Context: an optimization exercise on an open-source flow, tuned for small area, a short achievable clock period and few clock cycles per item. The choices shown serve that exercise and are no tape-out recipe. The RTL was checked by simulation tests, not by an equivalence proof against the original design. No activity file was given, so power comes from the tool's default toggle rates.

[flow/config.mk]
export PLATFORM = sky130hd
export DESIGN_NAME = range_table_offset_lookup
export DESIGN_NICKNAME = range_table_offset_lookup
export VERILOG_FILES = /design/flow/design.v
export SDC_FILE = /design/flow/constraint.sdc
export NUM_CORES = 4
export LEC_CHECK = 0
export CAP_MARGIN = 20
export CORE_MARGIN = 2
export CORE_UTILIZATION = 30
export SETUP_SLACK_MARGIN = 4.2
export SLEW_MARGIN = 20
[flow/constraint.sdc]
create_clock -name core_clock -period 8.0 [get_ports {clk}]
set_input_delay 1.6000 -clock core_clock [delete_from_list [all_inputs] [get_ports {clk}]]
set_output_delay 1.6000 -clock core_clock [all_outputs]
set_load 0.01 [all_outputs]
[flow/design.v]
`timescale 1ns / 1ps
package rtol_pkg;
	localparam int MAX_REGIONS = 16;
	localparam int MAX_ENTRIES = 64;
	localparam int RIDX_W = (MAX_REGIONS > 1) ? $clog2(MAX_REGIONS) : 1;
	localparam int RCNT_W = $clog2(MAX_REGIONS + 1);
	localparam int ECNT_W = $clog2(MAX_ENTRIES + 1);
	localparam logic FUNC_LOOKUP = 1'b0;
	localparam logic FUNC_INSERT = 1'b1;
	localparam logic [1:0] STATUS_DONE    = 2'd0;
	localparam logic [1:0] STATUS_OVERLAP = 2'd1;
	localparam logic [1:0] STATUS_FULL    = 2'd2;
	typedef struct packed {
		logic [15:0] lo;
		logic [15:0] hi;
	} region_t;
	typedef struct packed {
		logic [RIDX_W-1:0] owner;
		logic [15:0]       hlo;
		logic [15:0]       hhi;
		logic [15:0]       pitch;
		logic [15:0]       yaw;
	} entry_t;
	typedef struct packed {
		logic              insert;
		logic [15:0]       dlo;
		logic [15:0]       dhi;
		logic [15:0]       hlo;
		logic [15:0]       hhi;
		logic [15:0]       pitch;
		logic [15:0]       yaw;
		logic              found;
		logic [RIDX_W-1:0] ridx;
		logic              hit;
	} token_t;
	localparam int REGION_W = 32;
	localparam int ENTRY_W  = RIDX_W + 64;
	localparam int TOKEN_W  = 103 + RIDX_W - 4;
endpackage
`timescale 1ns / 1ps
module range_table_offset_lookup (
	input  logic        clk,
	input  logic        arst_n,
	input  logic        in_valid,
	output logic        in_ready,
	input  logic        func,
	input  logic [15:0] dist_low,
	input  logic [15:0] dist_high,
	input  logic signed [15:0] height_low,
	input  logic signed [15:0] height_high,
	input  logic signed [15:0] pitch_in,
	input  logic signed [15:0] yaw_in,
	input  logic [15:0] query_dist,
	input  logic signed [15:0] query_height,
	output logic        out_valid,
	input  logic        out_ready,
	output logic [1:0]  status,
	output logic        hit,
	output logic signed [15:0] pitch_out,
	output logic signed [15:0] yaw_out
);
	localparam int NR    = rtol_pkg::MAX_REGIONS;
	localparam int NE    = rtol_pkg::MAX_ENTRIES;
	localparam int RW    = rtol_pkg::RIDX_W;
	localparam int RL    = 4;             
	localparam int NRING = NE / RL;
	localparam int NPEND = 3;
	localparam int NS    = NE + NPEND;    
	localparam int EW    = RW + 64;       
	function automatic logic le16(input logic [15:0] nx, input logic [15:0] y);
		logic c;
		c = 1'b1;
		for (int i = 0; i < 16; i++) begin
			c = (nx[i] & y[i]) | (nx[i] & c) | (y[i] & c);
		end
		le16 = c;
	endfunction
	logic [NR-1:0][15:0]   rnlo;     
	logic [NR-1:0][15:0]   rhi;
	logic [NR-1:0]         rlive;    
	logic [RW-1:0]         rcnt;     
	logic [6:0]            ecnt;     
	logic [NE-1:0][EW-1:0]    ent;
	logic [NE-1:0]            ev;
	logic [NPEND-1:0][EW-1:0] pen;
	logic [NPEND-1:0]         pv;
	logic [NS-1:0][EW-1:0] sd;
	logic [NS-1:0]         sv;
	assign sd = {pen, ent};
	assign sv = {pv, ev};
	logic        v0, f0;
	logic [15:0] nlo0, dhi0, slo0, shi0, pit0, yaw0;
	logic          v1, f1;
	logic [15:0]   nlo1, dhi1, slo1, shi1, pit1, yaw1;
	logic [NS-1:0] hm1;      
	logic          found1;   
	logic [RW-1:0] ridx1;    
	logic          rmb1;     
	logic          hmb1;     
	logic          lc;       
	logic          lnew;     
	logic [RW-1:0] lown;     
	logic [31:0]   lpy;      
	logic rdy;
	assign in_ready = rdy;
	always_ff @(posedge clk or negedge arst_n) begin
		if (!arst_n) begin
			v0 <= 1'b0;
		end else begin
			v0 <= in_valid && rdy;
		end
	end
	always_ff @(posedge clk) begin
		f0   <= func;
		nlo0 <= ~(func ? dist_low : query_dist);
		dhi0 <= func ? dist_high : query_dist;
		slo0 <= {1'b0, 15'h7fff} ^ (func ? height_low : query_height);
		shi0 <= {1'b1, 15'h0000} ^ (func ? height_high : query_height);
		pit0 <= pitch_in;
		yaw0 <= yaw_in;
	end
	logic [NR-1:0] rm, rfirst;
	logic [NS-1:0] hm;
	logic [RW-1:0] ridx;
	always_comb begin
		for (int r = 0; r < NR; r++) begin
			rm[r] = rlive[r] && le16(rnlo[r], dhi0) && le16(nlo0, rhi[r]);
		end
		for (int r = 0; r < NR; r++) begin
			rfirst[r] = rm[r];
			for (int k = 0; k < r; k++) begin
				if (rm[k]) rfirst[r] = 1'b0;
			end
		end
		ridx = '0;
		for (int r = 0; r < NR; r++) begin
			if (rfirst[r]) ridx = ridx | RW'(r);
		end
		for (int s = 0; s < NS; s++) begin
			hm[s] = sv[s] && le16(sd[s][63:48], shi0) && le16(slo0, sd[s][47:32]);
		end
	end
	always_ff @(posedge clk or negedge arst_n) begin
		if (!arst_n) begin
			v1 <= 1'b0;
		end else begin
			v1 <= v0;
		end
	end
	always_ff @(posedge clk) begin
		f1     <= f0;
		nlo1   <= nlo0;
		dhi1   <= dhi0;
		slo1   <= slo0;
		shi1   <= shi0;
		pit1   <= pit0;
		yaw1   <= yaw0;
		hm1    <= hm;
		found1 <= |rm;
		ridx1  <= ridx;
		rmb1   <= v1 && f1 && le16(nlo1, dhi0) && le16(nlo0, dhi1);
		hmb1   <= v1 && f1 && le16(slo1, shi0) && le16(slo0, shi1);
	end
	logic          rb;        
	logic          efound;
	logic [RW-1:0] eidx;
	logic          pend;      
	logic [NS-1:0] hmt;       
	logic [NS-1:0] em2;
	logic          any;
	logic [15:0]   mp, my;
	logic [1:0]    st;
	logic          commit;
	logic [NR-1:0] rslot;
	always_comb begin
		for (int r = 0; r < NRING; r++) begin
			for (int k = 0; k < RL; k++) begin
				hmt[r*RL+k] = hm1[r*RL + (k + RL - 1) % RL];
			end
		end
		for (int j = 0; j < NPEND; j++) begin
			hmt[NE+j] = hm1[NE+j];
		end
		rb     = rmb1 && lnew;
		efound = found1 || rb;
		eidx   = found1 ? ridx1 : (rb ? lown : rcnt);
		pend   = hmb1 && lc && (found1 ? (lown == ridx1) : rb);
		for (int s = 0; s < NS; s++) begin
			em2[s] = hmt[s] && found1 && (sd[s][EW-1:64] == ridx1);
		end
		any = (|em2) || pend;
		mp = pend ? lpy[31:16] : 16'd0;
		my = pend ? lpy[15:0] : 16'd0;
		for (int s = 0; s < NS; s++) begin
			mp = mp | (sd[s][31:16] & {16{em2[s]}});
			my = my | (sd[s][15:0] & {16{em2[s]}});
		end
		st = rtol_pkg::STATUS_DONE;
		if (f1) begin
			if (efound) begin
				if (any) st = rtol_pkg::STATUS_OVERLAP;
				else if (ecnt[6]) st = rtol_pkg::STATUS_FULL;
			end else if (rlive[NR-1] || ecnt[6]) begin
				st = rtol_pkg::STATUS_FULL;
			end
		end
		commit = v1 && f1 && (st == rtol_pkg::STATUS_DONE);
		for (int r = 0; r < NR; r++) begin
			rslot[r] = !rlive[r] && ((r == 0) || rlive[(r + NR - 1) % NR]);
		end
	end
	logic [NRING-1:0] rfree, rsel;
	logic             anyfree;
	logic [NPEND-1:0] psel, palloc;
	logic             pwait;
	logic [EW-1:0]    newe, w;
	logic             place, push;
	logic [NPEND-1:0] pv_n;
	always_comb begin
		for (int r = 0; r < NRING; r++) begin
			rfree[r] = !ev[r*RL + RL - 1];
		end
		anyfree = |rfree;
		for (int r = 0; r < NRING; r++) begin
			rsel[r] = rfree[r];
			for (int k = 0; k < r; k++) begin
				if (rfree[k]) rsel[r] = 1'b0;
			end
		end
		pwait = |pv;
		for (int j = 0; j < NPEND; j++) begin
			psel[j] = pv[j];
			palloc[j] = !pv[j];
			for (int k = 0; k < j; k++) begin
				if (pv[k]) psel[j] = 1'b0;
				if (!pv[k]) palloc[j] = 1'b0;
			end
		end
		newe = {eidx, slo1, shi1, pit1, yaw1};
		w = newe;
		for (int j = 0; j < NPEND; j++) begin
			if (psel[j]) w = pen[j];
		end
		place = anyfree && (pwait || commit);
		push  = commit && (pwait || !anyfree);
		for (int j = 0; j < NPEND; j++) begin
			pv_n[j] = (pv[j] && !(psel[j] && anyfree)) || (palloc[j] && push);
		end
	end
	always_ff @(posedge clk) begin
		for (int r = 0; r < NRING; r++) begin
			ent[r*RL] <= rsel[r] ? w : ent[r*RL + RL - 1];
			for (int k = 1; k < RL; k++) begin
				ent[r*RL+k] <= ent[r*RL+k-1];
			end
		end
		for (int j = 0; j < NPEND; j++) begin
			if (palloc[j]) pen[j] <= newe;
		end
		lpy <= {pit1, yaw1};
	end
	always_ff @(posedge clk or negedge arst_n) begin
		if (!arst_n) begin
			ev <= '0;
			pv <= '0;
		end else begin
			for (int r = 0; r < NRING; r++) begin
				ev[r*RL] <= (rsel[r] && place) || ev[r*RL + RL - 1];
				for (int k = 1; k < RL; k++) begin
					ev[r*RL+k] <= ev[r*RL+k-1];
				end
			end
			pv <= pv_n;
		end
	end
	always_ff @(posedge clk) begin
		for (int r = 0; r < NR; r++) begin
			if (rslot[r]) begin
				rnlo[r] <= nlo1;
				rhi[r] <= dhi1;
			end
		end
	end
	always_ff @(posedge clk or negedge arst_n) begin
		if (!arst_n) begin
			rlive <= '0;
			ecnt  <= '0;
			rcnt  <= '0;
			lc    <= 1'b0;
			lnew  <= 1'b0;
			lown  <= '0;
		end else begin
			lc   <= commit;
			lnew <= commit && !efound;
			lown <= eidx;
			if (commit) begin
				ecnt <= ecnt + 7'd1;
			end
			if (commit && !efound) begin
				rlive <= {rlive[NR-2:0], 1'b1};
				rcnt  <= rcnt + RW'(1);
			end
		end
	end
	logic [34:0]      res;
	logic [2:0][34:0] bq;       
	logic [1:0]       bwp, brp;
	logic [1:0]       bcnt;
	logic             ov;       
	logic [34:0]      oreg;
	logic             take, load, from_b, to_b;
	assign res    = {st, !f1 && any, f1 ? 16'd0 : mp, f1 ? 16'd0 : my};
	assign take   = ov && out_ready;
	assign load   = !ov || take;                   
	assign from_b = load && (bcnt != 2'd0);        
	assign to_b   = v1 && !(load && bcnt == 2'd0);  
	always_ff @(posedge clk) begin
		if (from_b) begin
			oreg <= bq[brp];
		end else if (load && v1) begin
			oreg <= res;
		end
		if (to_b) bq[bwp] <= res;
	end
	always_ff @(posedge clk or negedge arst_n) begin
		if (!arst_n) begin
			ov   <= 1'b0;
			bwp  <= '0;
			brp  <= '0;
			bcnt <= '0;
			rdy  <= 1'b0;
		end else begin
			ov   <= !load || from_b || v1;
			if (to_b) bwp <= (bwp == 2'd2) ? 2'd0 : bwp + 2'd1;
			if (from_b) brp <= (brp == 2'd2) ? 2'd0 : brp + 2'd1;
			bcnt <= bcnt + {1'b0, to_b} - {1'b0, from_b};
			rdy  <= ({1'b0, bcnt} + {2'b0, to_b} - {2'b0, from_b}
				+ {2'b0, !load || from_b || v1} + {2'b0, v0} + {2'b0, in_valid && rdy}) < 3'd4
				&& (pv_n == '0);
		end
	end
	assign out_valid = ov;
	assign {status, hit, pitch_out, yaw_out} = oreg;
endmodule
[flow/run.sh]
#!/bin/bash
# synth_recipe.tcl (not shown) runs the flow's synth.tcl, then flattens the netlist and writes it again
# the make line also repeats each setting of config.mk as NAME=value (left out here)
make -C /OpenROAD-flow-scripts/flow DESIGN_CONFIG=/design/flow/config.mk WORK_HOME=/design/flow/orfs CLKGATE_MAP_FILE= SYNTH_SCRIPT=/design/flow/synth_recipe.tcl finish
==> impl_metrics.yaml, run 1 <==
status:
  run_status: "timing/DRC/antenna clean"
final_layout:
  fin_util_pct: 35.12
  final_layout_size_suffix_gt1_share_pct: 11.02
  instances_no_fill: 27630
  syn2layout_area_growth_pct: 16.78
  post-route-cell-area_um2: 231100
  final_nets: 18602
clocking:
  cts_tree: "done"
  htree_levels: 6
  worst_skew_pair.late_latency_ns: 1.12
  ctsRootBufferMaster: "sky130_fd_sc_hd__clkbuf_16"
  clk_path_buf_depth: 4
  number_of_buffers_created_by_cts: 555
  cts.reportedPaths.clkPinSlew_ns: 0.06
  clock_sinks: 5618
  cts.hold.buffers_added: 0
detailed_routing:
  detail_route.wirelength_um: 735600
  firstDrtPassIters: 10
  drc: 0
  vias_per_cell: 5.684
  vias: 157056
  wl_per_cell_um: 26.62
  drtIter0Drc: 19660
  route.antenna.remaining_nets: 0
synthesis:
  synth_enable_flop_cells: 788
  postSynthRegisterBits: 5618
  synthesis.area_per_instance_um2: 10.66
  postSynthNetCount: 18720
  async_set_or_reset_flop_fraction_in_the_synthesized_netlist_pct: 1.958
  synth_seq_area_share_pct: 61.08
  yosys_warnings: 1
  cells_after_synth: 18575
  dominantRegCellSynth: "sky130_fd_sc_hd__dfxtp_1"
  synth_area_um2: 197900
  netlist-cell-type-count: 97
timing:
  portion_of_the_clock_cycle_consumed_by_the_worst_path_in_the_final_layout_pct: 49.22
  hold_violations: 0
  setup_repair_after_global_routing_missed_its_margin: "true"
  worst-slew-pin-transition_ns: 1.204
  slew-limit-headroom_pct: 19.75
  final.setup_skew_ns: 0.07106
  timing.final.setup_violations: 0
  fin_tns_setup_ns: 0
  hold_slack_ns: 0.2954
  min_period_ns: 3.938
  timing.final.max_slew_violations: 0
  achievable-frequency_mhz: 254.0
  post_route_worst_setup_slack_ns: 4.062
floorplanning:
  coreArea_um2: 658100
  die-area_um2: 666300
  dieWidth_um: 816.3
  io_pins: 170
  initial_core_util_pct: 30.08
  rows: 298
  chipHeight_um: 816.3
worst_setup_path:
  worstPathArrival_ns: 4.65
  cp_data_required_time_ns: 8.71
  critical_path_peak_fanout: 30
  crit_path_start_kind: "flip-flop"
  worstSetupPathType: "reg2reg"
  worstSetupEndpointType: "flip-flop"
run:
  maxCapViolations: 0
placement:
  dpl-instance-area_um2: 209400
  dpl_worst_slack_ns: 2.945
  dp_hpwl_um: 440100
  number_of_cells_after_detailed_placement: 26492
  buffers_on_ports: 169
  finalWeightedCongestion: 0.8919
power:
  total_power_mw: 72.81
  power_density_nw_per_um2: 315.0
  leakage_power_figure_nw: 84.94
  vdd_ir_drop_max_mv: 0.2754
global_routing:
  grt_start_max_net_pins: 137
  antenna_found_initial: 46
  grt_pass1_wl_um: 1035000
  globalRouteOverflowTotal: 0
  first_global_vias: 149090
  track_usage_pct: 20.73
min_path:
  worst_hold_path_type: "reg2reg"
layer usage:
layer | track usage, % | routed length, um | up-vias
li1 | - | - | 69409
met1 | 27.04 | 294700 | 77158
met2 | 32.46 | 322700 | 8526
met3 | 4.535 | 77170 | 1949
met4 | 10.29 | 40990 | 14
met5 | 0 | 92 | -
cell families after synthesis:
kind of cell    synth area share, %
xor+xnor                     0.8559
compound gates                21.70
fa+ha+maj                     1.241
simple gates                  10.10
flops                         61.08
mux                           1.621
buf+inv                       3.391
timing repair:
| item | in CTS | in global routing |
|---|---|---|
| endpoints found under the setup margin | 1178 | 370 |
| pin swaps | 12 | 32 |
| gates resized for setup | 198 | 210 |
| setup buffers | 53 | 38 |
| gates cloned | 6 | 6 |
cells in the mapped netlist (179+ instances only):
library cell / n / area share, %
sky130_fd_sc_hd__a2111oi_0: 185 / 0.82
sky130_fd_sc_hd__a211oi_1: 265 / 1.0
sky130_fd_sc_hd__a21oi_1: 1274 / 3.2
sky130_fd_sc_hd__a221oi_1: 255 / 1.1
sky130_fd_sc_hd__a22o_1: 335 / 1.5
sky130_fd_sc_hd__a22oi_1: 546 / 2.1
sky130_fd_sc_hd__a31oi_1: 250 / 0.79
sky130_fd_sc_hd__buf_2: 246 / 0.62
sky130_fd_sc_hd__clkbuf_1: 891 / 1.7
sky130_fd_sc_hd__dfxtp_1: 4720 / 48
sky130_fd_sc_hd__edfxtp_1: 788 / 12
sky130_fd_sc_hd__inv_1: 285 / 0.54
sky130_fd_sc_hd__maj3_1: 179 / 0.91
sky130_fd_sc_hd__mux2i_1: 207 / 1.0
sky130_fd_sc_hd__nand2_1: 1249 / 2.4
sky130_fd_sc_hd__nand3_1: 217 / 0.55
sky130_fd_sc_hd__nor2_1: 1558 / 3.0
sky130_fd_sc_hd__nor3_1: 401 / 1.0
sky130_fd_sc_hd__o211ai_1: 186 / 0.71
sky130_fd_sc_hd__o21ai_0: 1063 / 2.7
sky130_fd_sc_hd__o221ai_1: 201 / 0.89
sky130_fd_sc_hd__o22ai_1: 348 / 1.1
sky130_fd_sc_hd__o31ai_1: 223 / 0.85
final cells by class:
type,count,area (um^2)
repair buffers,655,7216
multi-input cells,11336,72280
clock buffers,808,16180
clock inverters,197,2330
flip-flops and latches,5618,121100
inverters,291,1134
diodes,25,62.56
fillers,64449,426900
well taps,8700,10890
flip-flops by register name, summed over array words and instances (netlist names), 32 cells and up:
signal	count
lpy	32
rnlo	256
hm1	67
bq	105
pen	204
oreg	35
ent	4352
ev	64
rhi	256
placed cells by master (no fill, tap or decap), types with 239 or more instances in the layout:
| cell | n |
|---|---|
| sky130_fd_sc_hd__nor3_1 | 365 |
| sky130_fd_sc_hd__edfxtp_1 | 788 |
| sky130_fd_sc_hd__dfxtp_1 | 4677 |
| sky130_fd_sc_hd__a221oi_1 | 251 |
| sky130_fd_sc_hd__nor2_1 | 1543 |
| sky130_fd_sc_hd__buf_4 | 304 |
| sky130_fd_sc_hd__o21ai_0 | 1053 |
| sky130_fd_sc_hd__a22o_1 | 335 |
| sky130_fd_sc_hd__inv_1 | 281 |
| sky130_fd_sc_hd__o22ai_1 | 346 |
| sky130_fd_sc_hd__a21oi_1 | 1271 |
| sky130_fd_sc_hd__a22oi_1 | 546 |
| sky130_fd_sc_hd__clkbuf_16 | 575 |
| sky130_fd_sc_hd__nand2_1 | 1242 |
| sky130_fd_sc_hd__a31oi_1 | 239 |
critical path, cell delays in order (launching register included):
cell                       delay, ns
sky130_fd_sc_hd__dfxtp_1        0.30
sky130_fd_sc_hd__buf_4          0.22
sky130_fd_sc_hd__o31ai_4        0.31
sky130_fd_sc_hd__a31oi_1        0.12
sky130_fd_sc_hd__o32a_1         0.39
sky130_fd_sc_hd__o21ai_2        0.19
sky130_fd_sc_hd__a31oi_1        0.13
sky130_fd_sc_hd__a211oi_2       0.46
sky130_fd_sc_hd__nor2_2         0.12
sky130_fd_sc_hd__or2_2          0.34
sky130_fd_sc_hd__nor3_4         0.26
sky130_fd_sc_hd__nand4_1        0.67
path summary, 6_finish.rpt:
kind,from,end,slack [ns],cells past startpoint
max,nlo0[0],found1,4.06,11
min,ent[612],ent[680],0.30,0
max reg2reg,nlo0[0],found1,4.06,11
min reg2reg,ent[612],ent[680],0.30,0
max in group asynchronous,arst_n,ev[3],6.46,2
min in group asynchronous,arst_n,bwp[0],0.35,1
power breakdown:
group	internal, mW	leakage, nW	switching (mW)
clock	15.2	9.12	11.6
combinational	3.69	28.6	6.80
sequential	32.6	47.2	2.92
Testbench counts, summed over its fixed seeds: cycles 2,103, items 2,048.
==> inputs of run 2 (changes only) <==
--- a/flow/design.v
+++ b/flow/design.v
@@ -209,8 +209,8 @@
 			rslot[r] = !rlive[r] && ((r == 0) || rlive[(r + NR - 1) % NR]);
 		end
 	end
-	logic [NRING-1:0] rfree, rsel;
-	logic             anyfree;
+	logic [NRING-1:0] rfree, rsel, rsel_n;
+	logic             anyfree, anyfree_n;
 	logic [NPEND-1:0] psel, palloc;
 	logic             pwait;
 	logic [EW-1:0]    newe, w;
@@ -218,13 +218,13 @@
 	logic [NPEND-1:0] pv_n;
 	always_comb begin
 		for (int r = 0; r < NRING; r++) begin
-			rfree[r] = !ev[r*RL + RL - 1];
+			rfree[r] = !ev[r*RL + RL - 2];
 		end
-		anyfree = |rfree;
+		anyfree_n = |rfree;
 		for (int r = 0; r < NRING; r++) begin
-			rsel[r] = rfree[r];
+			rsel_n[r] = rfree[r];
 			for (int k = 0; k < r; k++) begin
-				if (rfree[k]) rsel[r] = 1'b0;
+				if (rfree[k]) rsel_n[r] = 1'b0;
 			end
 		end
 		pwait = |pv;
@@ -273,6 +273,15 @@
 			pv <= pv_n;
 		end
 	end
+	always_ff @(posedge clk or negedge arst_n) begin
+		if (!arst_n) begin
+			rsel    <= NRING'(1);
+			anyfree <= 1'b1;
+		end else begin
+			rsel    <= rsel_n;
+			anyfree <= anyfree_n;
+		end
+	end
 	always_ff @(posedge clk) begin
 		for (int r = 0; r < NR; r++) begin
 			if (rslot[r]) begin
@@ -303,39 +312,33 @@
 		end
 	end
 	logic [34:0]      res;
-	logic [2:0][34:0] bq;       
-	logic [1:0]       bwp, brp;
-	logic [1:0]       bcnt;
-	logic             ov;       
+	logic [3:0][34:0] q;
+	logic [1:0]       qwp, qrp, qrp_n;
+	logic [2:0]       qcnt, qleft;
+	logic             ov;
 	logic [34:0]      oreg;
-	logic             take, load, from_b, to_b;
-	assign res    = {st, !f1 && any, f1 ? 16'd0 : mp, f1 ? 16'd0 : my};
-	assign take   = ov && out_ready;
-	assign load   = !ov || take;                   
-	assign from_b = load && (bcnt != 2'd0);        
-	assign to_b   = v1 && !(load && bcnt == 2'd0);  
+	logic             take;
+	assign res   = {st, !f1 && any, f1 ? 16'd0 : mp, f1 ? 16'd0 : my};
+	assign take  = ov && out_ready;
+	assign qrp_n = qrp + {1'b0, take};
+	assign qleft = qcnt - {2'b0, take};             
 	always_ff @(posedge clk) begin
-		if (from_b) begin
-			oreg <= bq[brp];
-		end else if (load && v1) begin
-			oreg <= res;
-		end
-		if (to_b) bq[bwp] <= res;
+		if (v1) q[qwp] <= res;
+		oreg <= (qleft == 3'd0) ? res : q[qrp_n];
 	end
 	always_ff @(posedge clk or negedge arst_n) begin
 		if (!arst_n) begin
 			ov   <= 1'b0;
-			bwp  <= '0;
-			brp  <= '0;
-			bcnt <= '0;
+			qwp  <= '0;
+			qrp  <= '0;
+			qcnt <= '0;
 			rdy  <= 1'b0;
 		end else begin
-			ov   <= !load || from_b || v1;
-			if (to_b) bwp <= (bwp == 2'd2) ? 2'd0 : bwp + 2'd1;
-			if (from_b) brp <= (brp == 2'd2) ? 2'd0 : brp + 2'd1;
-			bcnt <= bcnt + {1'b0, to_b} - {1'b0, from_b};
-			rdy  <= ({1'b0, bcnt} + {2'b0, to_b} - {2'b0, from_b}
-				+ {2'b0, !load || from_b || v1} + {2'b0, v0} + {2'b0, in_valid && rdy}) < 3'd4
+			ov   <= (qleft != 3'd0) || v1;
+			if (v1) qwp <= qwp + 2'd1;
+			qrp  <= qrp_n;
+			qcnt <= qleft + {2'b0, v1};
+			rdy  <= ({1'b0, qleft} + {3'b0, v1} + {3'b0, v0} + {3'b0, in_valid && rdy}) < 4'd4
 				&& (pv_n == '0);
 		end
 	end
==> flow/flow/run.sh (new file) <==
#!/bin/bash
# The standard layout, with the port buffers made of buf_4 cells instead of the default delay
# buffer, so the paths to the outputs are not held back by a slow output buffer.
set -euo pipefail
bash standard.sh BUFFER_PORTS_ARGS="-buffer_cell sky130_fd_sc_hd__buf_4" finish > standard.log 2>&1
==> flow/standard.sh (new file) <==
#!/bin/bash
# synth_recipe.tcl (not shown) runs the flow's synth.tcl, then flattens the netlist and writes it again
# the make line also repeats each setting of config.mk as NAME=value (left out here)
make -C /OpenROAD-flow-scripts/flow DESIGN_CONFIG=/design/flow/config.mk WORK_HOME=/design/flow/orfs CLKGATE_MAP_FILE= SYNTH_SCRIPT=/design/flow/synth_recipe.tcl "${@:-finish}"
--- a/flow/config.mk
+++ b/flow/config.mk
@@ -8,5 +8,5 @@
 export CAP_MARGIN = 20
 export CORE_MARGIN = 2
 export CORE_UTILIZATION = 30
-export SETUP_SLACK_MARGIN = 4.2
+export SETUP_SLACK_MARGIN = 4.6
 export SLEW_MARGIN = 20
removed: flow/run.sh
==> run 2 against run 1 <==
Combinational power is essentially flat; still clean; sequential power about the same; setup slack improved by 0.32 ns; wire length down 0.84%; maximum frequency increased by 8.8%; power fell by 0.65%; via count shrank 3.9%; largest cell class unchanged; non-clock buffer count is 323 higher; register-to-register slack better by 0.32 ns; sequential share of layout area is 0.17 points higher; clock power about the same.
==> impl_metrics.yaml, run 2 <==
synthesis:
  async_set_or_reset_flop_fraction_in_the_synthesized_netlist_pct: 2.257
  dominantRegCellSynth: "sky130_fd_sc_hd__dfxtp_1"
  synth_area_um2: 191400
  post-synth-top-area-fraction_pct: 49.73
  synth_seq_area_share_pct: 63.77
  yosys_warnings: 1
  post-synth-top-count-cell: "sky130_fd_sc_hd__dfxtp_1"
  netlist-cell-type-count: 82
  synth.largest_area_cell: "sky130_fd_sc_hd__dfxtp_1"
  postSynthRegisterBits: 5671
  netlist_top_cells_count: "sky130_fd_sc_hd__dfxtp_1 (4755), sky130_fd_sc_hd__nor2_1 (1684), sky130_fd_sc_hd__a21oi_1 (1593)"
  cells_after_synth: 17445
  synth_enable_flop_cells: 788
  synthesis.area_per_instance_um2: 10.97
  postSynthNetCount: 17591
  synth.top_cells.by_area: "sky130_fd_sc_hd__dfxtp_1 (50%), sky130_fd_sc_hd__edfxtp_1 (12%), sky130_fd_sc_hd__a21oi_1 (4.2%)"
clocking:
  number_of_buffers_created_by_cts: 550
  cts_tree: "done"
  cts.hold.buffers_added: 0
  clock_sinks: 5671
  htree_levels: 6
  worst_skew_pair.late_latency_ns: 1.11
  cts.reportedPaths.clkPinSlew_ns: 0.06
  ctsRootBufferMaster: "sky130_fd_sc_hd__clkbuf_16"
  clk_path_buf_depth: 4
detailed_routing:
  wl_per_cell_um: 27.42
  met3_routed_length_um: 83240
  route.top_layer_used: "met5"
  met1Wirelength_um: 284200
  vias: 150854
  drc: 0
  firstDrtPassIters: 14
  drtIter0Drc: 19844
  routed-wl-met2_um: 313800
  vias_per_cell: 5.669
  route.antenna.remaining_nets: 0
  detail_route.wirelength_um: 729500
floorplanning:
  rows: 293
  chipHeight_um: 802.8
  coreArea_um2: 636100
  initial_core_util_pct: 30.09
  io_pins: 170
  die-area_um2: 644400
  dieWidth_um: 802.8
power:
  power_density_nw_per_um2: 310.8
  vdd_ir_drop_max_mv: 0.3289
  leakage_power_figure_nw: 86.85
  total_power_mw: 72.34
placement:
  finalWeightedCongestion: 0.9056
  dp_hpwl_um: 422500
  buffers_on_ports: 169
  number_of_cells_after_detailed_placement: 25139
global_routing:
  first_global_vias: 141433
  grt_pass1_wl_um: 998100
  antenna_found_initial: 53
  globalRouteOverflowTotal: 0
  grt_start_max_net_pins: 146
  track_usage_pct: 20.82
worst_setup_path:
  crit_slowest_cell: "sky130_fd_sc_hd__or4_4"
  critical-path-top-cell-by-count: "sky130_fd_sc_hd__buf_12"
  critical_path_cell_sequence: "buf_12, buf_16, buf_12, xor2_1, nor4_2, buf_8, nor4_4, nand4_1, or4_4, a2111oi_4, buf_4, o41a_4, buf_12, a21o_1"
  crit_path_start_kind: "flip-flop"
  worstSetupPathType: "reg2reg"
  worstPathArrival_ns: 4.63
  critical_path_peak_fanout: 16
  cp_data_required_time_ns: 9.01
  critPathMaxStageDelay_ns: 0.60
  worstSetupEndpointType: "flip-flop"
timing:
  timing.final.max_slew_violations: 0
  hold_violations: 0
  worst-slew-pin-transition_ns: 1.334
  achievable-frequency_mhz: 276.4
  min_period_ns: 3.618
  hold_slack_ns: 0.3226
  portion_of_the_clock_cycle_consumed_by_the_worst_path_in_the_final_layout_pct: 45.23
  slew-limit-headroom_pct: 11.04
  final.setup_skew_ns: 0.04746
  fin_tns_setup_ns: 0
  timing.final.setup_violations: 0
  setup_repair_after_global_routing_missed_its_margin: "true"
status:
  run_status: "timing/DRC/antenna clean"
final_layout:
  reg_top3: "ent: 4352 flops, rhi: 256 flops, rnlo: 256 flops"
  syn2layout_area_growth_pct: 21.60
  layout.cells.most_common_list: "sky130_fd_sc_hd__dfxtp_1 (4700), sky130_fd_sc_hd__nor2_1 (1660), sky130_fd_sc_hd__a21oi_1 (1556)"
  final_layout_size_suffix_gt1_share_pct: 16.02
  filler_cell_count: 61016
  largest_register_ffs: 4352
  most_frequent_standard_cell_in_the_layout_excluding_fill_and_tap_cells: "sky130_fd_sc_hd__dfxtp_1"
  final_nets: 17854
  fin_util_pct: 36.59
  instances_no_fill: 26608
  max_flop_register: "ent"
min_path:
  worst_hold_path_type: "reg2reg"
run:
  maxCapViolations: 0
==> run 2: power breakdown <==
group / switching (mW) / internal [mW]
Combinational: 6.37 / 3.95
Clock: 11.6 / 15.0
Sequential: 2.78 / 32.6
Total: 20.7 / 51.6
==> run 2: logic make-up after synthesis <==
group | Yosys count | share of synthesized area (%)
compound gates | 5809 | 20.61
flops | 5671 | 63.77
simple gates | 3547 | 8.010
buf+inv | 1621 | 3.255
fa+ha+maj | 355 | 1.881
mux | 239 | 1.544
xor+xnor | 203 | 0.9289
==> run 2: critical path, delay by kind of cell, from the launching register on <==
| kind | cells | cell delay [ns] |
|---|---|---|
| flip-flops | 1 | 0.41 |
| XOR/XNOR | 1 | 0.18 |
| AND/OR/NAND/NOR | 4 | 1.25 |
| buffers and inverters | 6 | 1.03 |
| AO/OA/AOI/OAI | 3 | 0.61 |
==> run 2: path summary, 6_finish.rpt <==
path / start / cells after the start / to / slack, ns
max reg2reg: ridx1[2] / 14 / ev[56] / 4.38
min reg2reg: ent[2478] / 0 / ent[2546] / 0.32
min: ent[2478] / 0 / ent[2546] / 0.32
max: ridx1[2] / 14 / ev[56] / 4.38
max in group asynchronous: arst_n / 2 / rsel[6] / 6.18
min in group asynchronous: arst_n / 1 / ev[61] / 0.46
==> run 2: metal layers <==
metal | up-vias | global-route usage [%]
met5 | - | 0
met4 | 6 | 11.06
li1 | 65607 | -
met2 | 9014 | 32.00
met1 | 73913 | 27.21
met3 | 2314 | 4.793
==> run 2: repair_timing <==
item,in CTS,in global routing
pin swaps,107,310
gates resized for setup,648,720
buffers inserted,173,167
cloned,48,32
endpoints found under the setup margin,553,272
==> run 2: per-stage QoR <==
stage	cell area, um^2	worst slack, ns
after global placement	202500	3.008
after CTS	226800	4.474
after detailed placement	202500	3.013
final	232800	4.382
after floorplan	191400	4.603
after global routing	232700	4.367
==> run 2: final cells by class <==
| cell class | count | area [um^2] | area share (%) |
|---|---|---|---|
| clock buffer | 828 | 16410 | 7.049 |
| antenna | 46 | 115.1 | 0.04945 |
| timing repair buffer | 978 | 12350 | 5.304 |
| tap | 8407 | 10520 | 4.519 |
| timing repair inverter | 2 | 15.01 | 0.006451 |
| sequential | 5671 | 122300 | 52.54 |
| inverter | 351 | 1358 | 0.5832 |
| multi-input combinational | 10154 | 67740 | 29.10 |
| clock inverter | 171 | 1966 | 0.8445 |
Testbench counts of run 2, summed over its fixed seeds: cycles 2,103, items 2,048.
==> inputs of run 3 (changes only) <==
--- a/flow/config.mk
+++ b/flow/config.mk
@@ -8,5 +8,7 @@
 export CAP_MARGIN = 20
 export CORE_MARGIN = 2
 export CORE_UTILIZATION = 30
+export CTS_CLUSTER_DIAMETER = 150
+export CTS_CLUSTER_SIZE = 20
 export SETUP_SLACK_MARGIN = 4.6
 export SLEW_MARGIN = 20
==> run 3 against run 2 <==
Still clean; critical path depth is 1 lower; wire length fell by 1.9%; flip-flop and latch count is the same; cell count is 2.3% lower; utilization is 1.7 points lower; cell area fell by 4.7%; critical path type unchanged; highest routed layer unchanged.
==> impl_metrics.yaml, run 3 <==
synthesis:
  synth_enable_flop_cells: 788
  yosys_warnings: 1
  adder_cell_area_share_of_the_yosys_netlist_pct: 1.881
  async_set_or_reset_flop_fraction_in_the_synthesized_netlist_pct: 2.257
  synth.area.mux_share_pct: 1.544
  yosys.area_share.xor_xnor_pct: 0.9289
  synth_area_um2: 191400
  netlist-cell-type-count: 82
  post-synth-top-count-cell: "sky130_fd_sc_hd__dfxtp_1"
  synth_simple_gate_area_share_pct: 8.010
  synth.largest_area_cell: "sky130_fd_sc_hd__dfxtp_1"
  synth_seq_area_share_pct: 63.77
  postSynthRegisterBits: 5671
  dominantRegCellSynth: "sky130_fd_sc_hd__dfxtp_1"
  postSynthNetCount: 17591
  cells_after_synth: 17445
  synth.top_cells.by_area: "sky130_fd_sc_hd__dfxtp_1 (50%), sky130_fd_sc_hd__edfxtp_1 (12%), sky130_fd_sc_hd__a21oi_1 (4.2%)"
  post-synth-top-area-fraction_pct: 49.73
  combinational_family_with_the_most_area_after_synthesis: "compound AO/OA/AOI/OAI gates"
  synthesis.area_per_instance_um2: 10.97
  netlist_top_cells_count: "sky130_fd_sc_hd__dfxtp_1 (4755), sky130_fd_sc_hd__nor2_1 (1684), sky130_fd_sc_hd__a21oi_1 (1593)"
  synth-compound-area-share_pct: 20.61
placement:
  finalWeightedCongestion: 0.9056
  dpl-instance-area_um2: 202500
  dp_hpwl_um: 422500
  buffers_on_ports: 169
  dpl_worst_slack_ns: 3.013
worst_setup_path:
  worstSetupPathType: "reg2reg"
  r2r_setup_slack_ns: 4.34
  worstSetupEndpointType: "flip-flop"
  critical_path_peak_fanout: 23
  cp_data_required_time_ns: 8.90
  worstPathArrival_ns: 4.57
  crit_path_start_kind: "flip-flop"
final_layout:
  post-route-cell-area_um2: 221900
  layout.cells.most_common_list: "sky130_fd_sc_hd__dfxtp_1 (4703), sky130_fd_sc_hd__nor2_1 (1657), sky130_fd_sc_hd__a21oi_1 (1550)"
  max_flop_register: "ent"
  filler_cell_count: 62116
  final_nets: 17544
  final_layout_size_suffix_gt1_share_pct: 13.16
  largest_register_ffs: 4352
  reg_top3: "ent: 4352 flops, rhi: 256 flops, rnlo: 256 flops"
  syn2layout_area_growth_pct: 15.92
  most_frequent_standard_cell_in_the_layout_excluding_fill_and_tap_cells: "sky130_fd_sc_hd__dfxtp_1"
timing:
  min_period_ns: 3.661
  post_route_worst_setup_slack_ns: 4.339
  worst-slew-pin-transition_ns: 1.272
  final.setup_skew_ns: 0.09744
  portion_of_the_clock_cycle_consumed_by_the_worst_path_in_the_final_layout_pct: 45.76
  hold_violations: 0
  setup_repair_after_global_routing_missed_its_margin: "true"
  fin_tns_setup_ns: 0
  achievable-frequency_mhz: 273.2
  slew-limit-headroom_pct: 15.17
  timing.final.setup_violations: 0
  timing.final.max_slew_violations: 0
floorplanning:
  coreArea_um2: 636100
  initial_core_util_pct: 30.09
  chipHeight_um: 802.8
  die-area_um2: 644400
  dieWidth_um: 802.8
  io_pins: 170
  rows: 293
detailed_routing:
  drc: 0
  detail_route.wirelength_um: 715900
  drtIter0Drc: 20948
  vias_per_cell: 5.681
  vias: 147697
  wl_per_cell_um: 27.54
  route.antenna.remaining_nets: 0
  firstDrtPassIters: 10
clocking:
  clock_sinks: 5671
  clk_path_buf_depth: 4
  ctsRootBufferMaster: "sky130_fd_sc_hd__clkbuf_16"
  cts.reportedPaths.clkPinSlew_ns: 0.09
  worst_skew_pair.late_latency_ns: 1.08
  cts.hold.buffers_added: 0
  cts_tree: "done"
  number_of_buffers_created_by_cts: 325
  htree_levels: 5
power:
  internal_power_of_the_cells_mw: 44.12
  netSwitchingPower_mw: 18.86
  power_density_nw_per_um2: 283.8
  fraction_of_power_spent_switching_nets_pct: 29.94
  share_comb_of_total_power_pct: 16.1
  power.clock.fraction_pct: 27.7
  vdd_ir_drop_max_mv: 0.3180
  leakage_power_figure_nw: 81.56
  power_frac_seq_pct: 56.1
min_path:
  worst_hold_path_type: "reg2reg"
global_routing:
  grt_start_max_net_pins: 146
  track_usage_pct: 20.47
  globalRouteOverflowTotal: 0
  first_global_vias: 137674
  grt_pass1_wl_um: 980900
  antenna_found_initial: 52
run:
  maxCapViolations: 0
status:
  run_status: "timing/DRC/antenna clean"
## run 3: cell count changes in the layout (fill, tap and decap cells not counted), sizes merged
cell | previous run | this run
clkbuf | 873 | 490
clkinvlp | 6 | 4
buf | 897 | 818
bufinv | 21 | 0
diode | 46 | 39
clkinv | 114 | 12
inv | 383 | 366
## run 3: through the flow
stage                     hold WS, ns  utilization [%]  std cells  power, mW
after global placement         0.3161            31.83      25138      44.38
after CTS                      0.2880            34.02      25769      62.17
after global routing           0.2826            34.87      25961      65.07
after detailed placement       0.3121            31.84      25139      44.59
after floorplan                0.3096                -      17445      40.54
final                          0.2744            34.88      25997      62.97
## run 3: metal layers
metal | global-route usage [%] | vias up | share of wire (%)
met5 | 0 | - | 0.0092
met4 | 9.943 | 10 | 6.1
met3 | 4.314 | 2032 | 11
met2 | 31.87 | 8543 | 43
met1 | 27.05 | 72532 | 40
li1 | - | 64580 | -
## run 3: critical path, stage by stage, from the launching register on
cell                        delay [ns]
sky130_fd_sc_hd__dfxtp_4          0.53
sky130_fd_sc_hd__buf_6            0.30
sky130_fd_sc_hd__nand3_1          0.16
sky130_fd_sc_hd__nor4_2           0.30
sky130_fd_sc_hd__buf_12           0.31
sky130_fd_sc_hd__buf_8            0.33
sky130_fd_sc_hd__nor4_1           0.10
sky130_fd_sc_hd__nand3_1          0.12
sky130_fd_sc_hd__or4_4            0.22
sky130_fd_sc_hd__a2111oi_4        0.05
sky130_fd_sc_hd__buf_4            0.18
sky130_fd_sc_hd__o41a_4           0.43
sky130_fd_sc_hd__buf_12           0.17
sky130_fd_sc_hd__a21o_1           0.21
## run 3: power groups by stage
| stage | Clock [mW] | Combinational (mW) | Sequential [mW] |
|---|---|---|---|
| floorplan | 0 | 5.80 | 34.7 |
| global placement | 0 | 8.52 | 35.9 |
| detailed placement | 0 | 8.66 | 35.9 |
| CTS | 17.6 | 9.37 | 35.2 |
| global route | 18.6 | 10.8 | 35.7 |
| finish | 17.5 | 10.2 | 35.4 |
## run 3: final timing paths
path,from,end,cells past startpoint
setup / recovery,found1,ev[12],13
hold / removal,pit0[1],pit1[1],0
setup reg to reg,found1,ev[12],13
max in group asynchronous,arst_n,rsel[13],2
min in group asynchronous,arst_n,ev[37],1
hold reg to reg,pit0[1],pit1[1],0
## run 3: cells by family (layout without fill, tap and decap cells)
group / Yosys count / count (layout)
simple gates: 3547 / 3548
buf+inv: 1621 / 1726
compound gates: 5809 / 5809
fa+ha+maj: 355 / 355
mux: 239 / 239
xor+xnor: 203 / 203
other cells: 0 / 39
flops: 5671 / 5671
## run 3: cell type report
cell class	instances	area, um^2	area share (%)
Tap cell	8407	10520	4.741
Inverter	351	1355	0.6107
Clock inverter	28	504.2	0.2273
Sequential cell	5671	122300	55.12
Timing Repair inverter	3	26.28	0.01184
Timing Repair Buffer	892	11130	5.015
Multi-Input combinational cell	10154	67310	30.34
Antenna cell	39	97.59	0.04398
Clock buffer	452	8652	3.899
## run 3: timing repair
item | CTS | global route
cloned | 40 | 31
setup buffers | 110 | 154
pin swaps | 83 | 258
resized for setup | 572 | 702
endpoints found under the setup margin | 684 | 269
==> inputs of run 4 (changes only) <==
--- a/flow/config.mk
+++ b/flow/config.mk
@@ -7,7 +7,7 @@
 export LEC_CHECK = 0
 export CAP_MARGIN = 20
 export CORE_MARGIN = 2
-export CORE_UTILIZATION = 30
+export CORE_UTILIZATION = 45
 export CTS_CLUSTER_DIAMETER = 150
 export CTS_CLUSTER_SIZE = 20
 export SETUP_SLACK_MARGIN = 4.6
==> run 4 against run 3 <==
Die area down 33%; clock skew up 0.0054 ns; maximum frequency decreased by 0.49%; utilization rose by 17 points; global-route usage is 9.7 points higher; critical endpoint is now ev[52]; largest cell class unchanged.
==> impl_metrics.yaml, run 4 <==
power:
  vdd_ir_drop_max_mv: 0.3522
  total_power_mw: 62.58
  power_density_nw_per_um2: 284.2
  leakage_power_figure_nw: 82.02
worst_setup_path:
  r2r_setup_slack_ns: 4.32
  crit_slowest_cell: "sky130_fd_sc_hd__o41a_4"
  worstPathArrival_ns: 4.56
  worstSetupPathType: "reg2reg"
  r2r.worst_path.cells: 15
  worstSetupEndpointType: "flip-flop"
  critical_path_peak_fanout: 20
  critical_path_cell_sequence: "buf_8, buf_8, buf_16, buf_12, xor2_2, nor4_2, buf_12, nor4_4, nand3_1, or4_4, a2111oi_4, buf_4, o41a_4, buf_12, a21o_1"
  crit_path_start_kind: "flip-flop"
  critPathLaunch: "ridx1[3]"
  critPathMaxStageDelay_ns: 0.47
  r2r_start: "ridx1[3]"
  cp_data_required_time_ns: 8.88
  cp-endpoint: "ev[52]"
  crit-reg2reg-capture: "ev[52]"
  critical-path-top-cell-by-count: "sky130_fd_sc_hd__buf_12"
final_layout:
  final_nets: 17610
  largest_register_ffs: 4352
  reg_top3: "ent: 4352 flops, rhi: 256 flops, rnlo: 256 flops"
  final_layout_size_suffix_gt1_share_pct: 14.50
  max_flop_register: "ent"
  fin_util_pct: 51.95
  most_frequent_standard_cell_in_the_layout_excluding_fill_and_tap_cells: "sky130_fd_sc_hd__dfxtp_1"
  filler_cell_count: 36688
  syn2layout_area_growth_pct: 15.02
  layout.cells.most_common_list: "sky130_fd_sc_hd__dfxtp_1 (4706), sky130_fd_sc_hd__nor2_1 (1654), sky130_fd_sc_hd__a21oi_1 (1540)"
global_routing:
  track_usage_pct: 30.18
  grt_start_max_net_pins: 111
  antenna_found_initial: 33
  grt_pass1_wl_um: 961400
  first_global_vias: 135440
  globalRouteOverflowTotal: 0
timing:
  worst-slew-pin-transition_ns: 1.200
  final.setup_skew_ns: 0.1029
  timing.final.max_slew_violations: 0
  hold_violations: 0
  min_period_ns: 3.678
  timing.final.setup_violations: 0
  fin_tns_setup_ns: 0
  setup_repair_after_global_routing_missed_its_margin: "true"
  portion_of_the_clock_cycle_consumed_by_the_worst_path_in_the_final_layout_pct: 45.98
  slew-limit-headroom_pct: 19.67
  achievable-frequency_mhz: 271.9
floorplanning:
  dieWidth_um: 656.2
  rows: 239
  coreArea_um2: 423700
  io_pins: 170
  die-area_um2: 430600
  chipHeight_um: 656.2
  initial_core_util_pct: 45.17
clocking:
  htree_levels: 5
  cts.reportedPaths.clkPinSlew_ns: 0.09
  worst_skew_pair.late_latency_ns: 1.03
  ctsRootBufferMaster: "sky130_fd_sc_hd__clkbuf_16"
  cts.hold.buffers_added: 0
  cts_tree: "done"
  number_of_buffers_created_by_cts: 321
  clk_path_buf_depth: 4
  clock_sinks: 5671
min_path:
  worst_hold_path_type: "reg2reg"
  instance_count_along_the_most_critical_hold_path: 0
synthesis:
  post-synth-top-count-cell: "sky130_fd_sc_hd__dfxtp_1"
  yosys_warnings: 1
  synth.largest_area_cell: "sky130_fd_sc_hd__dfxtp_1"
  synth_enable_flop_cells: 788
  dominantRegCellSynth: "sky130_fd_sc_hd__dfxtp_1"
  post-synth-top-area-fraction_pct: 49.73
  synth.top_cells.by_area: "sky130_fd_sc_hd__dfxtp_1 (50%), sky130_fd_sc_hd__edfxtp_1 (12%), sky130_fd_sc_hd__a21oi_1 (4.2%)"
  synthesis.area_per_instance_um2: 10.97
  postSynthNetCount: 17591
  netlist-cell-type-count: 82
  synth_area_um2: 191400
  async_set_or_reset_flop_fraction_in_the_synthesized_netlist_pct: 2.257
  postSynthRegisterBits: 5671
  cells_after_synth: 17445
  synth_seq_area_share_pct: 63.77
  netlist_top_cells_count: "sky130_fd_sc_hd__dfxtp_1 (4755), sky130_fd_sc_hd__nor2_1 (1684), sky130_fd_sc_hd__a21oi_1 (1593)"
detailed_routing:
  met1Wirelength_um: 284300
  wl_per_cell_um: 29.71
  met3_routed_length_um: 71360
  drc: 0
  route.top_layer_used: "met5"
  vias_per_cell: 6.316
  route.antenna.remaining_nets: 0
  detail_route.wirelength_um: 692200
  vias: 147169
  firstDrtPassIters: 10
  routed-wl-met2_um: 296800
  drtIter0Drc: 20090
placement:
  buffers_on_ports: 169
  finalWeightedCongestion: 0.9065
  dp_hpwl_um: 408200
status:
  run_status: "timing/DRC/antenna clean"
run:
  maxCapViolations: 0
run 4: layer usage:
| metal | vias to the layer above | GRT usage [%] |
|---|---|---|
| li1 | 64704 | - |
| met1 | 72580 | 41.79 |
| met2 | 8061 | 45.85 |
| met3 | 1810 | 5.671 |
| met4 | 14 | 13.71 |
| met5 | - | 0 |
run 4: how the worst min path moves through the flow:
| stage | start | to | slack, ns |
|---|---|---|---|
| 4_1_cts | ent[4201] | ent[4269] | 0.29 |
| 6_report | ent[4201] | ent[4269] | 0.27 |
| 2_1_floorplan | f0 | f1 | 0.31 |
| 3_5_place_dp | yaw0[15] | yaw1[15] | 0.31 |
| 3_3_place_gp | f0 | f1 | 0.31 |
| 5_1_grt | ent[4201] | ent[4269] | 0.30 |
run 4: power by group:
part	switching, mW	leakage, nW	internal (mW)
sequential	2.80	47.7	32.6
combinational	6.09	30.0	3.92
clock	9.52	4.32	7.65
total	18.4	82.0	44.2
run 4: timing repair:
action,in CTS,in global routing
gates resized for setup,666,887
hold endpoints to repair,0,0
setup endpoints to repair,1211,308
gates cloned,29,18
pin swaps,124,410
setup buffers,164,210
run 4: worst max-delay path, delay by kind of cell (launching register included):
kind | cells | cell delay, ns
AO/OA/AOI/OAI | 3 | 0.72
flip-flops | 1 | 0.38
buffers and inverters | 7 | 1.21
AND/OR/NAND/NOR | 4 | 0.86
XOR/XNOR | 1 | 0.17
run 4: final cells by class:
| class | count | area (um^2) | area share, % |
|---|---|---|---|
| sequential | 5671 | 122300 | 55.55 |
| multi-input combinational | 10153 | 68670 | 31.19 |
| timing repair buffer | 964 | 11720 | 5.325 |
| clock buffer | 457 | 8671 | 3.939 |
| tap | 5663 | 7086 | 3.219 |
| inverter | 351 | 1350 | 0.6132 |
| clock inverter | 19 | 290.3 | 0.1319 |
| antenna | 22 | 55.05 | 0.02501 |
| timing repair inverter | 2 | 15.01 | 0.006820 |
run 4: through the flow:
stage	setup WS, ns	hold WS [ns]	std cells	cell area (um^2)
2_1_floorplan	4.603	0.3096	17445	191400
3_3_place_gp	2.955	0.3096	22373	198800
3_5_place_dp	2.941	0.3132	22377	198900
4_1_cts	4.400	0.2928	23046	213400
5_1_grt	4.319	0.2950	23282	220100
6_report	4.322	0.2699	23302	220200
run 4: cells by family after synthesis:
logic type	Yosys count	share of synthesized area, %
compound gates	5809	20.61
flops	5671	63.77
simple gates	3547	8.010
buf+inv	1621	3.255
fa+ha+maj	355	1.881
mux	239	1.544
xor+xnor	203	0.9289
==> inputs of run 5 (changes only) <==
--- a/flow/design.v
+++ b/flow/design.v
@@ -62,9 +62,9 @@
 	localparam int NR    = rtol_pkg::MAX_REGIONS;
 	localparam int NE    = rtol_pkg::MAX_ENTRIES;
 	localparam int RW    = rtol_pkg::RIDX_W;
-	localparam int RL    = 4;             
+	localparam int RL    = 8;             
 	localparam int NRING = NE / RL;
-	localparam int NPEND = 3;
+	localparam int NPEND = 4;
 	localparam int NS    = NE + NPEND;    
 	localparam int EW    = RW + 64;       
 	function automatic logic le16(input logic [15:0] nx, input logic [15:0] y);
@@ -216,6 +216,7 @@
 	logic [EW-1:0]    newe, w;
 	logic             place, push;
 	logic [NPEND-1:0] pv_n;
+	logic             pv_two;    
 	always_comb begin
 		for (int r = 0; r < NRING; r++) begin
 			rfree[r] = !ev[r*RL + RL - 2];
@@ -246,6 +247,12 @@
 		for (int j = 0; j < NPEND; j++) begin
 			pv_n[j] = (pv[j] && !(psel[j] && anyfree)) || (palloc[j] && push);
 		end
+		pv_two = 1'b0;
+		for (int j = 0; j < NPEND; j++) begin
+			for (int k = 0; k < j; k++) begin
+				if (pv_n[j] && pv_n[k]) pv_two = 1'b1;
+			end
+		end
 	end
 	always_ff @(posedge clk) begin
 		for (int r = 0; r < NRING; r++) begin
@@ -339,7 +346,7 @@
 			qrp  <= qrp_n;
 			qcnt <= qleft + {2'b0, v1};
 			rdy  <= ({1'b0, qleft} + {3'b0, v1} + {3'b0, v0} + {3'b0, in_valid && rdy}) < 4'd4
-				&& (pv_n == '0);
+				&& !pv_two;
 		end
 	end
 	assign out_valid = ov;
--- a/flow/config.mk
+++ b/flow/config.mk
@@ -7,8 +7,6 @@
 export LEC_CHECK = 0
 export CAP_MARGIN = 20
 export CORE_MARGIN = 2
-export CORE_UTILIZATION = 45
-export CTS_CLUSTER_DIAMETER = 150
-export CTS_CLUSTER_SIZE = 20
-export SETUP_SLACK_MARGIN = 4.6
+export CORE_UTILIZATION = 30
+export SETUP_SLACK_MARGIN = 4.7
 export SLEW_MARGIN = 20
==> run 5 against run 4 <==
Clock-buffer cell count up 393; largest power group unchanged; sequential power up 3%; clock power up 64%; wire length up 1.2%; cell area up 6.8%; first-iteration DRC count down 9.6%; sequential share of layout area down 2.7 points; global-route usage down 10 points; setup slack worse by 0.075 ns; clock skew up 0.018 ns; power up 22%; still clean on timing, DRC and antenna.
==> impl_metrics.yaml, run 5 <==
status:
  run_status: "timing/DRC/antenna clean"
clocking:
  cts_tree: "done"
  ctsRootBufferMaster: "sky130_fd_sc_hd__clkbuf_16"
  number_of_buffers_created_by_cts: 586
  worst_skew_pair.late_latency_ns: 1.16
  clk_path_buf_depth: 4
  clock_sinks: 5733
  cts.reportedPaths.clkPinSlew_ns: 0.06
  htree_levels: 6
global_routing:
  antenna_found_initial: 51
  track_usage_pct: 20.18
  grt_pass1_wl_um: 951300
  globalRouteOverflowTotal: 0
  first_global_vias: 130628
  grt_start_max_net_pins: 139
floorplanning:
  dieWidth_um: 798.5
  chipHeight_um: 798.5
  coreArea_um2: 628400
  rows: 291
  io_pins: 170
  initial_core_util_pct: 30.14
  die-area_um2: 637700
worst_setup_path:
  worstSetupEndpointType: "flip-flop"
  worstPathArrival_ns: 4.68
  crit_path_start_kind: "flip-flop"
  cp_data_required_time_ns: 8.93
  critical_path_peak_fanout: 69
  worstSetupPathType: "reg2reg"
detailed_routing:
  firstDrtPassIters: 12
  vias_per_cell: 5.532
  detail_route.wirelength_um: 700600
  wl_per_cell_um: 28.05
  vias: 138146
  drc: 0
  route.antenna.remaining_nets: 0
  drtIter0Drc: 18169
synthesis:
  post-synth-top-area-fraction_pct: 50.27
  postSynthNetCount: 15684
  cells_after_synth: 15538
  synth.largest_area_cell: "sky130_fd_sc_hd__dfxtp_1"
  synth_seq_area_share_pct: 65.44
  netlist-cell-type-count: 87
  synth_enable_flop_cells: 856
  synthesis.area_per_instance_um2: 12.19
  dominantRegCellSynth: "sky130_fd_sc_hd__dfxtp_1"
  yosys_warnings: 1
  synth_area_um2: 189400
  async_set_or_reset_flop_fraction_in_the_synthesized_netlist_pct: 2.111
  netlist_top_cells_count: "sky130_fd_sc_hd__dfxtp_1 (4756), sky130_fd_sc_hd__nand2_1 (881), sky130_fd_sc_hd__edfxtp_1 (856)"
  postSynthRegisterBits: 5733
  post-synth-top-count-cell: "sky130_fd_sc_hd__dfxtp_1"
  synth.top_cells.by_area: "sky130_fd_sc_hd__dfxtp_1 (50%), sky130_fd_sc_hd__edfxtp_1 (14%), sky130_fd_sc_hd__mux2_2 (3.8%)"
final_layout:
  final_layout_size_suffix_gt1_share_pct: 24.03
  syn2layout_area_growth_pct: 24.16
  max_flop_register: "ent"
  layout.cells.most_common_list: "sky130_fd_sc_hd__dfxtp_1 (4694), sky130_fd_sc_hd__nand2_1 (875), sky130_fd_sc_hd__edfxtp_1 (856)"
  filler_cell_count: 59183
  largest_register_ffs: 4352
  multi_input_area_um2: 67230
  final_nets: 16216
  area.sequential_um2: 124200
  most_frequent_standard_cell_in_the_layout_excluding_fill_and_tap_cells: "sky130_fd_sc_hd__dfxtp_1"
  reg_top3: "ent: 4352 flops, pen: 272 flops"
timing:
  timing.final.setup_violations: 0
  min_period_ns: 3.753
  setup_repair_after_global_routing_missed_its_margin: "true"
  hold_violations: 0
  final.setup_skew_ns: 0.1205
  portion_of_the_clock_cycle_consumed_by_the_worst_path_in_the_final_layout_pct: 46.91
  worst-slew-pin-transition_ns: 1.375
  timing.final.max_slew_violations: 0
  slew-limit-headroom_pct: 8.350
  achievable-frequency_mhz: 266.4
  fin_tns_setup_ns: 0
run:
  maxCapViolations: 0
placement:
  finalWeightedCongestion: 0.9014
  dp_hpwl_um: 402400
  buffers_on_ports: 169
power:
  leakage_power_figure_nw: 86.91
  vdd_ir_drop_max_mv: 0.2893
  total_power_mw: 76.11
  power_density_nw_per_um2: 323.6
min_path:
  worst_hold_path_type: "reg2reg"
-- run 5: changes by cell type in the layout (fill, tap and decap cells not counted), moves of 108 or more --
cell / delta
sky130_fd_sc_hd__nor2_1: -1043
sky130_fd_sc_hd__clkbuf_8: +114
sky130_fd_sc_hd__a211oi_1: -129
sky130_fd_sc_hd__a31oi_1: +173
sky130_fd_sc_hd__maj3_1: +232
sky130_fd_sc_hd__clkbuf_16: +289
sky130_fd_sc_hd__a21oi_1: -1071
sky130_fd_sc_hd__a22o_1: -122
sky130_fd_sc_hd__o22ai_1: -108
sky130_fd_sc_hd__maj3_2: +267
sky130_fd_sc_hd__inv_1: -129
sky130_fd_sc_hd__mux2_2: +537
-- run 5: layout make-up --
class	count	area share (%)
Sequential cell	5733	52.81
Multi-Input combinational cell	8575	28.59
Clock buffer	850	7.319
Timing Repair Buffer	949	5.228
Tap cell	8350	4.443
Clock inverter	222	1.165
Inverter	223	0.3655
Antenna cell	70	0.07449
Timing Repair inverter	2	0.006385
-- run 5: stage by stage --
stage          hold slack, ns  utilization, %  setup WS [ns]  area, um^2  std cells
2_1_floorplan          0.3096               -          4.670      189400      15538
3_3_place_gp           0.3139           31.88          2.973      200300      23347
3_5_place_dp           0.3121           31.89          3.047      200400      23348
4_1_cts                0.3027           36.16          4.250      227200      24642
5_1_grt                0.3108           37.41          4.153      235100      24942
6_report               0.2611           37.42          4.247      235100      24974
-- run 5: critical path, stage by stage (launching register included) --
cell	delay [ns]
sky130_fd_sc_hd__dfxtp_4	0.41
sky130_fd_sc_hd__buf_16	0.19
sky130_fd_sc_hd__nand2_2	0.17
sky130_fd_sc_hd__a31oi_1	0.13
sky130_fd_sc_hd__maj3_2	0.33
sky130_fd_sc_hd__maj3_2	0.31
sky130_fd_sc_hd__maj3_2	0.33
sky130_fd_sc_hd__maj3_2	0.31
sky130_fd_sc_hd__a2bb2oi_1	0.14
sky130_fd_sc_hd__maj3_1	0.37
sky130_fd_sc_hd__maj3_2	0.35
sky130_fd_sc_hd__o211ai_1	0.36
sky130_fd_sc_hd__a21oi_2	0.09
-- run 5: final timing paths --
check / end / slack (ns) / start / cells after the start
worst max-delay path: hm1[31] / 4.25 / shi0[2] / 12
worst min-delay path: pit1[7] / 0.26 / pit0[7] / 0
worst max register to register: hm1[31] / 4.25 / shi0[2] / 12
worst min register to register: pit1[7] / 0.26 / pit0[7] / 0
max in group asynchronous: rsel[7] / 6.42 / arst_n / 2
min in group asynchronous: qrp[1] / 0.47 / arst_n / 1
-- run 5: per-layer routing --
layer	share of wire, %	GRT usage, %	vias up	wire length [um]
met5	0.026	0	-	183
met4	7.2	11.21	20	50110
met3	11	4.761	2317	77180
met2	43	30.68	8315	299200
met1	39	26.39	67896	274000
li1	-	-	59598	-
-- run 5: repair_timing --
item                       4_1_cts  5_1_grt
resized for setup              948     1001
setup endpoints to repair      956      501
cloned                          45       31
hold buffers                     0        0
buffers inserted               177      222
pin swaps                      220      501
-- run 5: power by group --
part | total (mW) | internal, mW | switching [mW] | leakage (nW)
Sequential | 36.6 | 33.5 | 3.17 | 48.3
Combinational | 11.2 | 4.71 | 6.54 | 28.8
Clock | 28.2 | 16.1 | 12.1 | 9.80
-- run 5: kinds of logic after synthesis --
family,count (synthesis),share of synthesized area [%]
flip-flops,5733,65.44
AO/OA/AOI/OAI,4385,16.06
AND/OR/NAND/NOR,2351,5.580
buffers and inverters,1230,2.531
adder cells (fa/ha/maj),854,4.669
multiplexers,775,4.747
XOR/XNOR,210,0.9711
Testbench counts of run 5, summed over its fixed seeds: cycles 2,081, items 2,048.

port drivers added, routing unchanged:
In the flow no input, the clock included, has a driving cell. The finished layouts below were timed again as built, in two steps.
Step 1 (the two cells are an assumption about what drives the block):
set clk [get_ports {clk}]
set_driving_cell -lib_cell sky130_fd_sc_hd__clkbuf_16 $clk
set_driving_cell -lib_cell sky130_fd_sc_hd__buf_2 [delete_from_list [all_inputs] $clk]
Step 2 times the ports against the registers' clock, not the clock port: input delays grow and output delays shrink by t, the midpoint of the rising clock arrivals with the driver on.
a / b / c = ideal / step 1 / step 2; a / b = the first two.
run | t (ns) | slack for setup (ns) | worst setup path after step 2 | slew at the worst register clock pin (ns)
run 1 | 1.208 | 4.062 / 4.062 / 3.344 | input to register | 0.08 / 0.08
run 2 | 1.214 | 4.382 / 4.382 / 3.791 | input to register | 0.07 / 0.07
run 3 | 1.170 | 4.339 / 4.339 / 3.788 | input to register | 0.09 / 0.09
run 4 | 1.086 | 4.322 / 4.322 / 4.069 | input to register | 0.10 / 0.10
run 5 | 1.218 | 4.247 / 4.247 / 3.907 | input to register | 0.08 / 0.08
After both steps setup and hold are still met in every run listed. The setup slack of run 1, which loses most, moves by 0.000 ns with the drivers and by -0.718 ns with both steps.
